Context: an optimization exercise on an open-source flow, tuned for small area, a short achievable clock period and few clock cycles per item. The choices shown serve that exercise and are no tape-out recipe. RTL that was checked went through simulation tests only; none was proved equivalent to the original. Power and IR drop assume default switching activity.

==> run a <==
==> flow/design.v (excerpt) <==
module dual_axis_pid_with_error_weighting_top #(
   parameter int CONTROL_HZ = dapid_pkg::CONTROL_HZ_DEF,
   parameter int ANGLE_BITS = dapid_pkg::ANGLE_BITS_DEF
) (
   input  logic        clock,
   input  logic        reset,
   input  logic        req_tvalid,
   output logic        req_tready,
   input  logic [31:0] req_tdata,
   input  logic [1:0]  req_tuser,
   output logic        rsp_tvalid,
   input  logic        rsp_tready,
   output logic [63:0] rsp_tdata,
   input  logic        csr_psel,
   input  logic        csr_penable,
   input  logic        csr_pwrite,
   input  logic [4:0]  csr_paddr,
   input  logic [31:0] csr_pwdata,
   output logic [31:0] csr_prdata,
   output logic        csr_pready
);
   logic signed [15:0] roll_p, roll_i, roll_d, yaw_p, yaw_i, yaw_d;
   logic [14:0]        roll_tol, yaw_tol;
   logic signed [15:0] roll_meas, yaw_meas, roll_tgt, yaw_tgt;
   logic [2:0]         seen;
   logic               ready_ff, pend_ff, pready_ff;
   logic [15:0]        rdata_ff;
   logic [7:1]         st;
   logic               rsp_valid_ff;
   logic [29:0]        rsp_roll_ff, rsp_yaw_ff;
   logic [2:0]  idx, w_idx;
   logic [15:0] w_data;
   logic        w_go;
   assign idx = csr_paddr[4:2];
   always_ff @(posedge clock) begin
      if (reset) begin
         pready_ff <= 1'b0;
         w_go      <= 1'b0;
      end else begin
         pready_ff <= csr_psel || csr_penable;
         w_go      <= csr_psel && !csr_penable && csr_pwrite;
      end
   end
   always_ff @(posedge clock) begin
      w_idx  <= idx;
      w_data <= csr_pwdata[15:0];
   end
   always_ff @(posedge clock) begin
      if (reset) begin
         roll_p   <= dapid_pkg::ROLL_P_RST;
         roll_i   <= dapid_pkg::ROLL_I_RST;
         roll_d   <= dapid_pkg::ROLL_D_RST;
         yaw_p    <= dapid_pkg::YAW_P_RST;
         yaw_i    <= dapid_pkg::YAW_I_RST;
         yaw_d    <= dapid_pkg::YAW_D_RST;
         roll_tol <= dapid_pkg::ROLL_TOL_RST;
         yaw_tol  <= dapid_pkg::YAW_TOL_RST;
      end else if (w_go) begin
         case (w_idx)
            3'd0: roll_p   <= w_data;
            3'd1: roll_i   <= w_data;
            3'd2: roll_d   <= w_data;
            3'd3: yaw_p    <= w_data;
            3'd4: yaw_i    <= w_data;
  ...
==> flow/config.mk <==
export PLATFORM = sky130hd
export DESIGN_NAME = dual_axis_pid_with_error_weighting_top
export DESIGN_NICKNAME = dual_axis_pid_with_error_weighting_top
export VERILOG_FILES = /design/flow/design.v
export SDC_FILE = /design/flow/constraint.sdc
export NUM_CORES = 4
export LEC_CHECK = 0
export ABC_AREA = 1
export CAP_MARGIN = 20
export CORE_MARGIN = 2
export CORE_UTILIZATION = 70
export PLACE_DENSITY = 0.8
export SLEW_MARGIN = 20
==> flow/constraint.sdc <==
create_clock -name core_clock -period 11.0 [get_ports {clock}]
set_input_delay 2.2000 -clock core_clock [delete_from_list [all_inputs] [get_ports {clock}]]
set_output_delay 2.2000 -clock core_clock [all_outputs]
set_load 0.01 [all_outputs]
run.sh (not shown) runs the stock make flow with config.mk's settings and CLKGATE_MAP_FILE= SYNTH_SCRIPT=/design/flow/synth_recipe.tcl, a recipe that flattens the netlist after the stock synthesis.
==> run b (differences from run a) <==
--- a/flow/config.mk
+++ b/flow/config.mk
@@ -8,6 +8,6 @@
 export ABC_AREA = 1
 export CAP_MARGIN = 20
 export CORE_MARGIN = 2
-export CORE_UTILIZATION = 70
-export PLACE_DENSITY = 0.8
+export CORE_UTILIZATION = 60
+export PLACE_DENSITY = 0.72
 export SLEW_MARGIN = 20
==> comparison <==
Run a went through all stages and came out clean. Run b finished clean. Between run b and run a, the lower core utilization is in run b (gap 11 points). Critical path depth is the same in run b and run a. Between run b and run a, the lower global-route usage is in run b (gap 5.1 points). In synthesized cell count, run b and run a do not differ. Between run a and run b, the lower worst setup slack is in run a (gap 60 ps). Of run a and run b, run a has the higher routed wire length (gap 0.34%, measured against run b). In sequential power, run b and run a hardly differ.
==> figures <==
Power per unit of standard cell area: run a 87.7 nW/um2; run b 87.9 nW/um2
Gr usage total: run a 0.363; run b 0.312
Placeable core region: run a 102000 um2; run b 119000 um2
Global placement routability congestion: run a 0.967; run b 0.959
Post-synthesis to final-layout area growth: run a 7.47%; run b 7.98%
Wire length per cell: run a 19.7 um; run b 19.1 um
Critical path required time: run a 11510 ps; run b 11550 ps
Number of nets in the final layout: run a 9568; run b 9575
Global routing met3 resource utilization: run a 0.0521; run b 0.0440
Fraction of final layout cells with drive strength greater than 1: run a 0.0326; run b 0.0336
Sequential cell area share: run a 0.262; run b 0.261
Footprint of the multi-input gates: run a 44600 um2; run b 44500 um2
Post-route worst hold slack: run a 460 ps; run b 466 ps
Clock buffer count from CTS: run a 87; run b 88
Run status: run a no timing/DRC/antenna violations; run b no timing/DRC/antenna violations
Clock Pin Slew Worst Setup and Hold Paths: run a 60 ps; run b 70 ps
No functional check of the RTL was part of any run of this note.

---

==> inputs of juniper <==
Another version of the RTL of dual_axis_pid_with_error_weighting_top (not shown whole).
// dual_axis_pid_with_error_weighting_top
module dual_axis_pid_with_error_weighting_top #(
   parameter int CONTROL_HZ = dapid_pkg::CONTROL_HZ_DEF,
   parameter int ANGLE_BITS = dapid_pkg::ANGLE_BITS_DEF
) (
   input  logic        clock,
   input  logic        reset,
   input  logic        req_tvalid,
   output logic        req_tready,
   input  logic [31:0] req_tdata,
   input  logic [1:0]  req_tuser,
   output logic        rsp_tvalid,
   input  logic        rsp_tready,
   output logic [63:0] rsp_tdata,
   input  logic        csr_psel,
   input  logic        csr_penable,
   input  logic        csr_pwrite,
   input  logic [4:0]  csr_paddr,
   input  logic [31:0] csr_pwdata,
   output logic [31:0] csr_prdata,
   output logic        csr_pready
);
Settings: LEC_CHECK=0, ABC_AREA=1, CAP_MARGIN=20, CORE_MARGIN=2, CORE_UTILIZATION=60, PLACE_DENSITY=0.72, SLEW_MARGIN=20; clock period 11.0 ns.
==> xenon: changes against juniper <==
--- a/flow/config.mk
+++ b/flow/config.mk
@@ -9,5 +9,5 @@
 export CAP_MARGIN = 20
 export CORE_MARGIN = 2
-export CORE_UTILIZATION = 60
-export PLACE_DENSITY = 0.72
+export CORE_UTILIZATION = 50
+export PLACE_DENSITY = 0.65
 export SLEW_MARGIN = 20
==> comparison table <==
quantity                                                                        juniper                     xenon
Status                                                                   finished clean            finished clean
Endpoint of the most critical register-to-register path       u_roll.qreg[11]$_DFFE_PP_  u_yaw.qreg[11]$_DFFE_PP_
Largest net degree at the start of global routing                                   122                        90
Met3 routed wirelength                                                          11.8 mm                   10.3 mm
Routability congestion estimate from global placement                             0.964                     0.926
GRT Total Usage                                                                   0.307                     0.261
Setup slack after placement                                                     5.62 ns                   5.25 ns
Data-path buffer share of cell area in the final layout                          0.0256                    0.0257
Portion of total power attributed to sequential cells                             0.446                     0.452
Proportion of cell area spent on the clock network                               0.0416                    0.0402
DR WL met2                                                                      89.8 mm                   90.9 mm
Seq/total area                                                                    0.258                     0.257
Power drawn by the combinational cells                                         0.580 mW                  0.578 mW
Core Util, Final                                                                  0.655                     0.548
Clock network power                                                             3.28 mW                   3.18 mW
Number of cells on the worst reg-to-reg path                                         20                        19
Met1 Resource Use GR                                                              0.410                     0.347
Slew margin rel.                                                                  0.223                     0.193
Via total after detailed routing                                                  57502                     56484
Number of nets in the layout                                                       9723                      9722
Transition at the pin with the smallest max-transition slack                    1.17 ns                   1.20 ns
Horizontal die dimension                                                         352 µm                    385 µm
No run of this note included a check of the RTL's function; only the layout flow was run.

---

==> run R: inputs <==
Another version of the RTL of dual_axis_pid_with_error_weighting_top (not shown whole).
==> flow/config.mk <==
export PLATFORM = sky130hd
export DESIGN_NAME = dual_axis_pid_with_error_weighting_top
export DESIGN_NICKNAME = dual_axis_pid_with_error_weighting_top
export VERILOG_FILES = /design/flow/design.v
export SDC_FILE = /design/flow/constraint.sdc
export NUM_CORES = 4
export LEC_CHECK = 0
export ABC_AREA = 1
export CAP_MARGIN = 20
export CORE_MARGIN = 2
export CORE_UTILIZATION = 60
export PLACE_DENSITY = 0.72
export SLEW_MARGIN = 20
export SYNTH_HIERARCHICAL = 1
==> flow/constraint.sdc <==
create_clock -name core_clock -period 11.0 [get_ports {clock}]
set_input_delay 2.2000 -clock core_clock [delete_from_list [all_inputs] [get_ports {clock}]]
set_output_delay 2.2000 -clock core_clock [all_outputs]
set_load 0.01 [all_outputs]
==> run F: changes against run R <==
--- a/flow/design.v
+++ b/flow/design.v
@@ -67,24 +67,23 @@
    always_ff @(posedge clock) begin
       if (reset) integ <= '0;
       else if (st[QST+1] && adv) begin
          if (isum > 19'sd65536) integ <= 18'sd65536;
          else if (isum < -19'sd65536) integ <= -18'sd65536;
          else integ <= isum[17:0];
       end
    end
-   logic signed [18:0] ap, an, fp, fn;
-   logic               above, far;
-   assign ap    = 19'(e_prev) - 19'(tol) - 19'sd1;                        
-   assign an    = 19'(e_prev) + 19'(tol);                                 
-   assign fp    = (19'(e_prev) <<< 1) - 19'(tol) - (19'(tol) <<< 1) - 19'sd1;
-   assign fn    = (19'(e_prev) <<< 1) + 19'(tol) + (19'(tol) <<< 1);
-   assign above = e_prev[15] ? an[18] : !ap[18];
-   assign far   = e_prev[15] ? fn[18] : !fp[18];
+   logic [15:0] abs_e;
+   logic [16:0] tol3;
+   logic        above, far;
+   assign abs_e = e_prev[15] ? 16'(-e_prev) : 16'(e_prev);
+   assign tol3  = 17'(tol) + {1'b0, tol, 1'b0};
+   assign above = abs_e > 16'(tol);
+   assign far   = {abs_e, 1'b0} > tol3;
    always_ff @(posedge clock) begin
       if (st[1] && adv) w1 <= {above && far, above && !far};
       if (st[4] && adv) w2 <= w1;
    end
    logic signed [25:0] r50;
    logic signed [15:0] g_in;
    logic [23:0]        gb_in;
    assign r50  = (26'(rad) <<< 5) + (26'(rad) <<< 4) + (26'(rad) <<< 1);
@@ -111,29 +110,24 @@
          end else if (st[5]) begin
             mx <= 26'(integ);
             gb <= gb_in;
          end
       end
    end
    logic [29:0] acc_sg, acc_cg;
    logic        k12_g;
-   logic clr_q, clr, clr2_q, clr2;
+   logic clr_q, clr;
    always_ff @(posedge clock) begin
       if (adv) clr_q <= POL ? !st[3] : st[3];
    end
-   always_ff @(posedge clock) begin
-      if (reset) clr2_q <= 1'b1;
-      else if (adv) clr2_q <= POL ? st[3] : !st[3];
-   end
    assign clr    = POL ? !clr_q : clr_q;
-   assign clr2   = POL ? clr2_q : !clr2_q;
    assign acc_sg = clr ? '0 : acc_s;
-   assign acc_cg = clr2 ? '0 : acc_c;
-   assign k12_g  = !clr2 && k12;
+   assign acc_cg = st[4] ? '0 : acc_c;
+   assign k12_g  = !st[4] && k12;
    logic cm_s0, cm_c0;
    dapid_ha u_cm_s0 (.a(1'b1), .b(dx[12]), .s(cm_s0), .co(cm_c0));
    logic cm_s1, cm_c1;
    dapid_ha u_cm_s1 (.a(dx[13]), .b(dx[9]), .s(cm_s1), .co(cm_c1));
    logic cm_s2, cm_c2;
    dapid_ha u_cm_s2 (.a(dx[14]), .b(dx[10]), .s(cm_s2), .co(cm_c2));
    logic cm_s3, cm_c3;
    dapid_ha u_cm_s3 (.a(dx[15]), .b(dx[11]), .s(cm_s3), .co(cm_c3));
==> run E: changes against run R <==
--- a/flow/design.v
+++ b/flow/design.v
@@ -67,24 +67,23 @@
    always_ff @(posedge clock) begin
       if (reset) integ <= '0;
       else if (st[QST+1] && adv) begin
          if (isum > 19'sd65536) integ <= 18'sd65536;
          else if (isum < -19'sd65536) integ <= -18'sd65536;
          else integ <= isum[17:0];
       end
    end
-   logic signed [18:0] ap, an, fp, fn;
-   logic               above, far;
-   assign ap    = 19'(e_prev) - 19'(tol) - 19'sd1;                        
-   assign an    = 19'(e_prev) + 19'(tol);                                 
-   assign fp    = (19'(e_prev) <<< 1) - 19'(tol) - (19'(tol) <<< 1) - 19'sd1;
-   assign fn    = (19'(e_prev) <<< 1) + 19'(tol) + (19'(tol) <<< 1);
-   assign above = e_prev[15] ? an[18] : !ap[18];
-   assign far   = e_prev[15] ? fn[18] : !fp[18];
+   logic [15:0] abs_e;
+   logic [16:0] tol3;
+   logic        above, far;
+   assign abs_e = e_prev[15] ? 16'(-e_prev) : 16'(e_prev);
+   assign tol3  = 17'(tol) + {1'b0, tol, 1'b0};
+   assign above = abs_e > 16'(tol);
+   assign far   = {abs_e, 1'b0} > tol3;
    always_ff @(posedge clock) begin
       if (st[1] && adv) w1 <= {above && far, above && !far};
       if (st[4] && adv) w2 <= w1;
    end
    logic signed [25:0] r50;
    logic signed [15:0] g_in;
    logic [23:0]        gb_in;
    assign r50  = (26'(rad) <<< 5) + (26'(rad) <<< 4) + (26'(rad) <<< 1);
CTS_BUF_LIST = sky130_fd_sc_hd__clkbuf_8   (was not set)
CTS_CLUSTER_SIZE = 30   (was not set)
==> run D: changes against run R <==
--- a/flow/design.v
+++ b/flow/design.v
@@ -67,24 +67,23 @@
    always_ff @(posedge clock) begin
       if (reset) integ <= '0;
       else if (st[QST+1] && adv) begin
          if (isum > 19'sd65536) integ <= 18'sd65536;
          else if (isum < -19'sd65536) integ <= -18'sd65536;
          else integ <= isum[17:0];
       end
    end
-   logic signed [18:0] ap, an, fp, fn;
-   logic               above, far;
-   assign ap    = 19'(e_prev) - 19'(tol) - 19'sd1;                        
-   assign an    = 19'(e_prev) + 19'(tol);                                 
-   assign fp    = (19'(e_prev) <<< 1) - 19'(tol) - (19'(tol) <<< 1) - 19'sd1;
-   assign fn    = (19'(e_prev) <<< 1) + 19'(tol) + (19'(tol) <<< 1);
-   assign above = e_prev[15] ? an[18] : !ap[18];
-   assign far   = e_prev[15] ? fn[18] : !fp[18];
+   logic [15:0] abs_e;
+   logic [16:0] tol3;
+   logic        above, far;
+   assign abs_e = e_prev[15] ? 16'(-e_prev) : 16'(e_prev);
+   assign tol3  = 17'(tol) + {1'b0, tol, 1'b0};
+   assign above = abs_e > 16'(tol);
+   assign far   = {abs_e, 1'b0} > tol3;
    always_ff @(posedge clock) begin
       if (st[1] && adv) w1 <= {above && far, above && !far};
       if (st[4] && adv) w2 <= w1;
    end
    logic signed [25:0] r50;
    logic signed [15:0] g_in;
    logic [23:0]        gb_in;
    assign r50  = (26'(rad) <<< 5) + (26'(rad) <<< 4) + (26'(rad) <<< 1);
CTS_BUF_LIST = sky130_fd_sc_hd__clkbuf_4 sky130_fd_sc_hd__clkbuf_8   (was not set)
==> flow_metrics.py <==
metrics = {
    "outcome": {
        "status": "finished clean",
    },
    "sta": {
        "timing.hold.ws_ps": 472,
    },
    "synthesis": {
        "synth_compound_area_share_pct": 12.2,
        "synthDistinctLibCells": 69,
        "yosys.area.top_type_share_pct": 21.4,
        "synth_xor_area_share_pct": 7.25,
    },
    "clocking": {
        "cts_buffers": 138,
    },
    "critical_path": {
        "r2r_slack_ps": 6520,
        "slowest_delay_ps": 1000,
    },
    "die": {
        "start_util_pct": 60.4,
    },
    "pwr": {
        "ir_worst_vdd_mv": 0.121,
        "powerComb_uw": 832,
    },
    "global_routing": {
        "grt_max_degree": 127,
    },
}
Source of the figures above: run E

==> flow_metrics.py <==
metrics = {
    "outcome": {
        "status": "finished clean",
    },
    "pwr": {
        "powerComb_uw": 805,
        "ir_worst_vdd_mv": 0.187,
    },
    "critical_path": {
        "slowest_delay_ps": 760,
    },
    "synthesis": {
        "synth_xor_area_share_pct": 6.54,
        "synthDistinctLibCells": 67,
        "synth_compound_area_share_pct": 12.0,
    },
    "clocking": {
        "cts_buffers": 90,
    },
    "global_routing": {
        "grt_max_degree": 117,
    },
    "sta": {
        "timing.hold.ws_ps": 473,
    },
}
Source of the figures above: run R

==> flow_metrics.py <==
metrics = {
    "outcome": {
        "status": "finished clean",
    },
    "sta": {
        "timing.hold.ws_ps": 472,
    },
    "global_routing": {
        "grt_max_degree": 117,
    },
    "pwr": {
        "powerComb_uw": 798,
    },
    "critical_path": {
        "slowest_delay_ps": 730,
        "r2r_slack_ps": 6540,
    },
    "clocking": {
        "cts_buffers": 88,
    },
    "synthesis": {
        "yosys.area.top_type_share_pct": 21.4,
        "synth_compound_area_share_pct": 12.4,
        "synthDistinctLibCells": 70,
        "synth_xor_area_share_pct": 7.17,
    },
}
Source of the figures above: run F

==> flow_metrics.py <==
metrics = {
    "synthesis": {
        "synth_xor_area_share_pct": 7.25,
        "yosys.area.top_type_share_pct": 21.4,
        "synth_compound_area_share_pct": 12.2,
    },
    "outcome": {
        "status": "finished clean",
    },
    "pwr": {
        "powerComb_uw": 830,
    },
    "global_routing": {
        "grt_max_degree": 127,
    },
    "critical_path": {
        "r2r_slack_ps": 6570,
        "slowest_delay_ps": 1010,
    },
}
Source of the figures above: run D

Testbench counts of run F, summed over its fixed seeds: cycles 6,457, ticks 2,048.
Testbench counts of run E, summed over its fixed seeds: cycles 6,457, ticks 2,048.
Testbench counts of run D, summed over its fixed seeds: cycles 6,457, ticks 2,048.
Function not checked in run R: the RTL went through the layout flow alone.

-- separate check: timing with driven ports --
The flow's constraints put no driver on any port. The routed layouts listed below were extracted and timed again, unchanged, in two steps.
Step 1, drivers: a clkbuf_16 drives clock and a buf_2 each remaining input, both assumed.
Step 2 adds t to the input delays and takes it off the output delays; t is the mean of the earliest and latest rising clock arrival at the registers after step 1. Input paths then give back, and output paths get back, about the clock's delay inside the block.
a / b / c = ideal / step 1 / step 2; a / b = the first two.
run	t (ns)	setup WS [ns]	hold slack, ns	latest minus earliest clock arrival (ns)	worst register clock-pin slew, ns
run a	0.757	5.757 / 5.757 / 5.757	0.460 / 0.460 / 0.460	0.032 / 0.032	0.07 / 0.07
run b	0.788	5.817 / 5.817 / 5.817	0.466 / 0.466 / 0.466	0.044 / 0.043	0.07 / 0.07
juniper	0.798	5.611 / 5.611 / 5.611	0.424 / 0.424 / 0.424	0.074 / 0.073	0.07 / 0.07
xenon	0.789	5.317 / 5.317 / 5.317	0.421 / 0.421 / 0.421	0.067 / 0.067	0.07 / 0.07
run R	0.770	6.694 / 6.694 / 6.069	0.473 / 0.473 / 0.473	0.039 / 0.039	0.07 / 0.07
run F	0.768	6.545 / 6.545 / 6.410	0.472 / 0.472 / 0.472	0.043 / 0.043	0.07 / 0.07
run E	0.943	6.519 / 6.519 / 6.483	0.472 / 0.472 / 0.472	0.050 / 0.050	0.07 / 0.07
run D	0.948	6.573 / 6.558 / 6.485	0.469 / 0.469 / 0.469	0.044 / 0.044	0.08 / 0.08
After both steps every run listed still meets setup and hold. For run R, which loses most, drivers alone change the setup slack by 0.000 ns; drivers and shift together by -0.625 ns.
